Background: an optimization exercise with open tools, aiming at small area, a short achievable clock period and few clock cycles per item. Do not read the settings as production practice.
The RTL was checked by simulation tests, not by an equivalence proof against the original design.

yarrow:
## radix_string_to_integer_unit
module radix_string_to_integer_unit (
    input  logic                              i_clk,
    input  logic                              i_rst_n,
    input  logic                              i_valid,
    output logic                              o_ready,
    input  logic [7:0]                        i_ch,
    input  logic                              i_first,
    output logic                              o_valid,
    input  logic                              i_ready,
    output logic signed [rsti_pkg::VAL_W-1:0] o_value,
    input  logic                              i_cfg_we,
    input  logic [1:0]                        i_cfg_idx,
    input  logic [rsti_pkg::VAL_W-1:0]        i_cfg_data
);
Size: roughly 220 flip-flops, about 150 I/O pins, roughly 0.021 sq mm of cells after synthesis.
clock: 6.5 ns
lec_check: 0
cap_margin: 20
core_margin: 2
core_utilization: 40
place_density: 0.6
setup_slack_margin: 3.5
slew_margin: 20
run.sh (not shown) runs the stock make flow with config.mk's settings and CLKGATE_MAP_FILE= SYNTH_SCRIPT=/design/flow/synth_recipe.tcl, a recipe that flattens the netlist after the stock synthesis.
Testbench counts of yarrow, summed over its fixed seeds: cycles 18,815, items 18,783.
> inputs changed (yarrow -> xenon)
- SETUP_SLACK_MARGIN: 3.5 -> 2.0
Notes after the runs:
On fraction of area in clock buffers and inverters, xenon and yarrow are basically level. Compared to yarrow, the routing of xenon uses less wire. Final cell count, xenon and yarrow: lower on xenon. | critical path depth | lower: xenon |. ~same maximum clock frequency in xenon and yarrow.
[inputs] garnet vs xenon
- changing SETUP_SLACK_MARGIN from 2.0 to 2.5
- garnet completed; timing, DRC and antenna clean
- Compared with xenon, garnet ends up with more cell area.
- garnet vs xenon: post-route minimum period down
- The number of ordinary and repair buffers in the finished layout in garnet sits 44 above the value recorded for xenon.
- Global-route track usage on met3 essentially unchanged between xenon and garnet.
- Number of buffers added by the clock tree synthesis step for garnet: 1 up relative to xenon
- Compare xenon and garnet | utilization higher: garnet
- Summary of garnet over xenon: post-layout worst setup margin +0.026 ns; area growth from synthesis to layout shows an increase of 4.8 points; number of pins with negative max-slew slack in the final report neither gained nor lost much; via count went up 258.

* * *

== build 72 ==
radix_string_to_integer_unit, a different RTL version from the one above (not shown whole).
Size: ~2600 cells after synthesis, about 150 I/O pins, about 19000 um^2 of cells after synthesis.
Settings: LEC_CHECK=0, ABC_AREA=1, CAP_MARGIN=20, CORE_MARGIN=2, CORE_UTILIZATION=50, PLACE_DENSITY=0.65, SETUP_SLACK_MARGIN=2.5, SLEW_MARGIN=20; clock period 6.5 ns.
standard.sh (not shown) runs the stock make flow with config.mk's settings and CLKGATE_MAP_FILE= SYNTH_SCRIPT=/design/flow/synth_recipe.tcl, a recipe that flattens the netlist after the stock synthesis.
==> flow/flow/run.sh <==
#!/bin/bash
# Own flow: the standard layout (standard.sh, unchanged synthesis), with
# two changes: every input and output port still gets its own buffer, but a
# plain sky130_fd_sc_hd__buf_1 rather than the delay cell buffer_ports picks
# by itself; and clock tree synthesis adds no dummy loads. standard.sh's
# output goes to standard.log; each ORFS step keeps its own log under
# orfs/logs/.
set -euo pipefail
bash standard.sh "BUFFER_PORTS_ARGS=-buffer_cell sky130_fd_sc_hd__buf_1" \
  "CTS_ARGS=-sink_clustering_enable -repair_clock_nets -dont_use_dummy_load" \
  finish > standard.log 2>&1
Testbench counts of build 72, summed over its fixed seeds: cycles 18,815, items 18,783.
Here is what was changed in the inputs of build 6 compared with build 72.
==> flow/flow/run.sh <==
#!/bin/bash
# Own flow: the standard layout, with the one change that synthesis
# leaves adders to abc instead of mapping them to the library's full- and
# half-adder cells (ADDER_MAP_FILE empty). Everything else, including the
# registers, their names and cell types, is the standard flow's.
set -euo pipefail
bash standard.sh ADDER_MAP_FILE= finish > standard.log 2>&1
-- flow/config.mk --
<<< build 72, line 8
export ABC_AREA = 1
>>> build 6, line 8
<<< build 72, line 11
export CORE_UTILIZATION = 50
export PLACE_DENSITY = 0.65
export SETUP_SLACK_MARGIN = 2.5
>>> build 6, line 10
export CORE_UTILIZATION = 60
export PLACE_DENSITY = 0.75
export SETUP_SLACK_MARGIN = 2.4
## What came out
Fraction of area in multi-input gates is lower on build 72
The higher tightest hold margin came out of build 6.
Lower clock latency on the worst-skew pair goes to build 6 over build 72.
After detailed routing, build 72 needs more wire than build 6.
Comparing build 72 and build 6, the higher number of well-tap cells placed is on build 72.
Topmost layer with routed signal wires = met4: build 6; topmost layer with routed signal wires = met5: build 72
diff inputs: build 6 => build 91
==> flow/flow/run.sh <==
#!/bin/bash
# Own flow: the standard layout (standard.sh, unchanged synthesis), with
# two changes: every input and output port still gets its own buffer, but a
# plain sky130_fd_sc_hd__buf_1 rather than the delay cell buffer_ports picks
# by itself; and clock tree synthesis adds no dummy loads. standard.sh's
# output goes to standard.log; each ORFS step keeps its own log under
# orfs/logs/.
set -euo pipefail
bash standard.sh "BUFFER_PORTS_ARGS=-buffer_cell sky130_fd_sc_hd__buf_1" \
  "CTS_ARGS=-sink_clustering_enable -repair_clock_nets -dont_use_dummy_load" \
  finish > standard.log 2>&1
-- flow/config.mk --
<<< build 6, line 8
>>> build 91, line 8
export ABC_AREA = 1
<<< build 6, line 10
export CORE_UTILIZATION = 60
export PLACE_DENSITY = 0.75
export SETUP_SLACK_MARGIN = 2.4
>>> build 91, line 11
export CORE_UTILIZATION = 70
export PLACE_DENSITY = 0.85
export SETUP_SLACK_MARGIN = 2.6
Notes after the runs:
Build 91: flow completed, timing, DRC and antenna clean
Delta (build 91 minus build 6): height of the die lost 19 um; sequential cell area in the final layout lost about 0.4%; worst hold slack lost 0.013 ns.
Relative to build 6, inserted tap cell count decreased by 107 in build 91.
Build 6 reports its main combinational cell family by area after synthesis as XOR/XNOR gates while build 91 reports compound AO/OA/AOI/OAI gates.
For build 29, these inputs were changed with respect to build 91:
==> flow/flow/run.sh <==
#!/bin/bash
# Own flow: the standard layout (standard.sh, unchanged synthesis), with
# one change: every input and output port still gets its own buffer, but a
# plain sky130_fd_sc_hd__buf_1 rather than the delay cell buffer_ports picks
# by itself. standard.sh's output goes to standard.log; each ORFS step keeps
# its own log under orfs/logs/.
set -euo pipefail
bash standard.sh "BUFFER_PORTS_ARGS=-buffer_cell sky130_fd_sc_hd__buf_1" finish > standard.log 2>&1
-- flow/config.mk --
<<< build 91, line 8
export ABC_AREA = 1
>>> build 29, line 8
<<< build 91, line 11
export CORE_UTILIZATION = 70
export PLACE_DENSITY = 0.85
export SETUP_SLACK_MARGIN = 2.6
>>> build 29, line 10
export CORE_UTILIZATION = 60
export PLACE_DENSITY = 0.75
export SETUP_SLACK_MARGIN = 2.0
Results
- Build 29 against build 91: clock tree buffer count of the final layout up 9, worst setup slack fell 0.33 ns, half-perimeter wire length after detailed placement fell by 6.7%, total track usage now sits lower, number of unique standard cell types used by synthesis rose by 24%.
- Cell with the largest stage delay on the worst path: fa_1 -> build 91, dfxtp_1 -> build 29
- Compared to build 91, build 29 has highest cell delay on the worst timing path 0.04 ns higher.
- Routed metal-1 wirelength shrinks by a few percent when moving from build 91 to build 29.
- Build 29 ended with less maximum frequency than build 91.
- Build 91 has higher worst-margin pin slew than build 29.

[re-timing with driven ports]
The results above use ideal ports. As a check the final layouts listed here were re-extracted and re-timed, cells and wires unchanged. Step 1, drivers: a clkbuf_16 drives i_clk and a buf_2 each remaining input, both assumed. Step 2, shift: input delay + t, output delay - t, t = (earliest + latest rising clock arrival at the registers) / 2. This alone moves slack from input paths to output paths. a / b / c = ideal ports / drivers / drivers and shift; a / b = the first two.
run	t, ns	slack for setup (ns)	latest minus earliest clock arrival (ns)
yarrow	0.615	1.954 / 1.954 / 1.954	0.013 / 0.013
xenon	0.614	1.959 / 1.959 / 1.937	0.010 / 0.010
garnet	0.616	1.985 / 1.985 / 1.985	0.024 / 0.024
build 72	0.623	2.569 / 2.569 / 2.342	0.060 / 0.060
build 6	0.611	2.231 / 2.231 / 2.032	0.017 / 0.018
build 91	0.593	2.436 / 2.436 / 2.287	0.029 / 0.029
build 29	0.623	2.110 / 2.110 / 2.110	0.045 / 0.045
After both steps setup and hold are still met in every run listed. For build 72, which loses most, drivers alone change the setup slack by 0.000 ns; drivers and shift together by -0.227 ns.
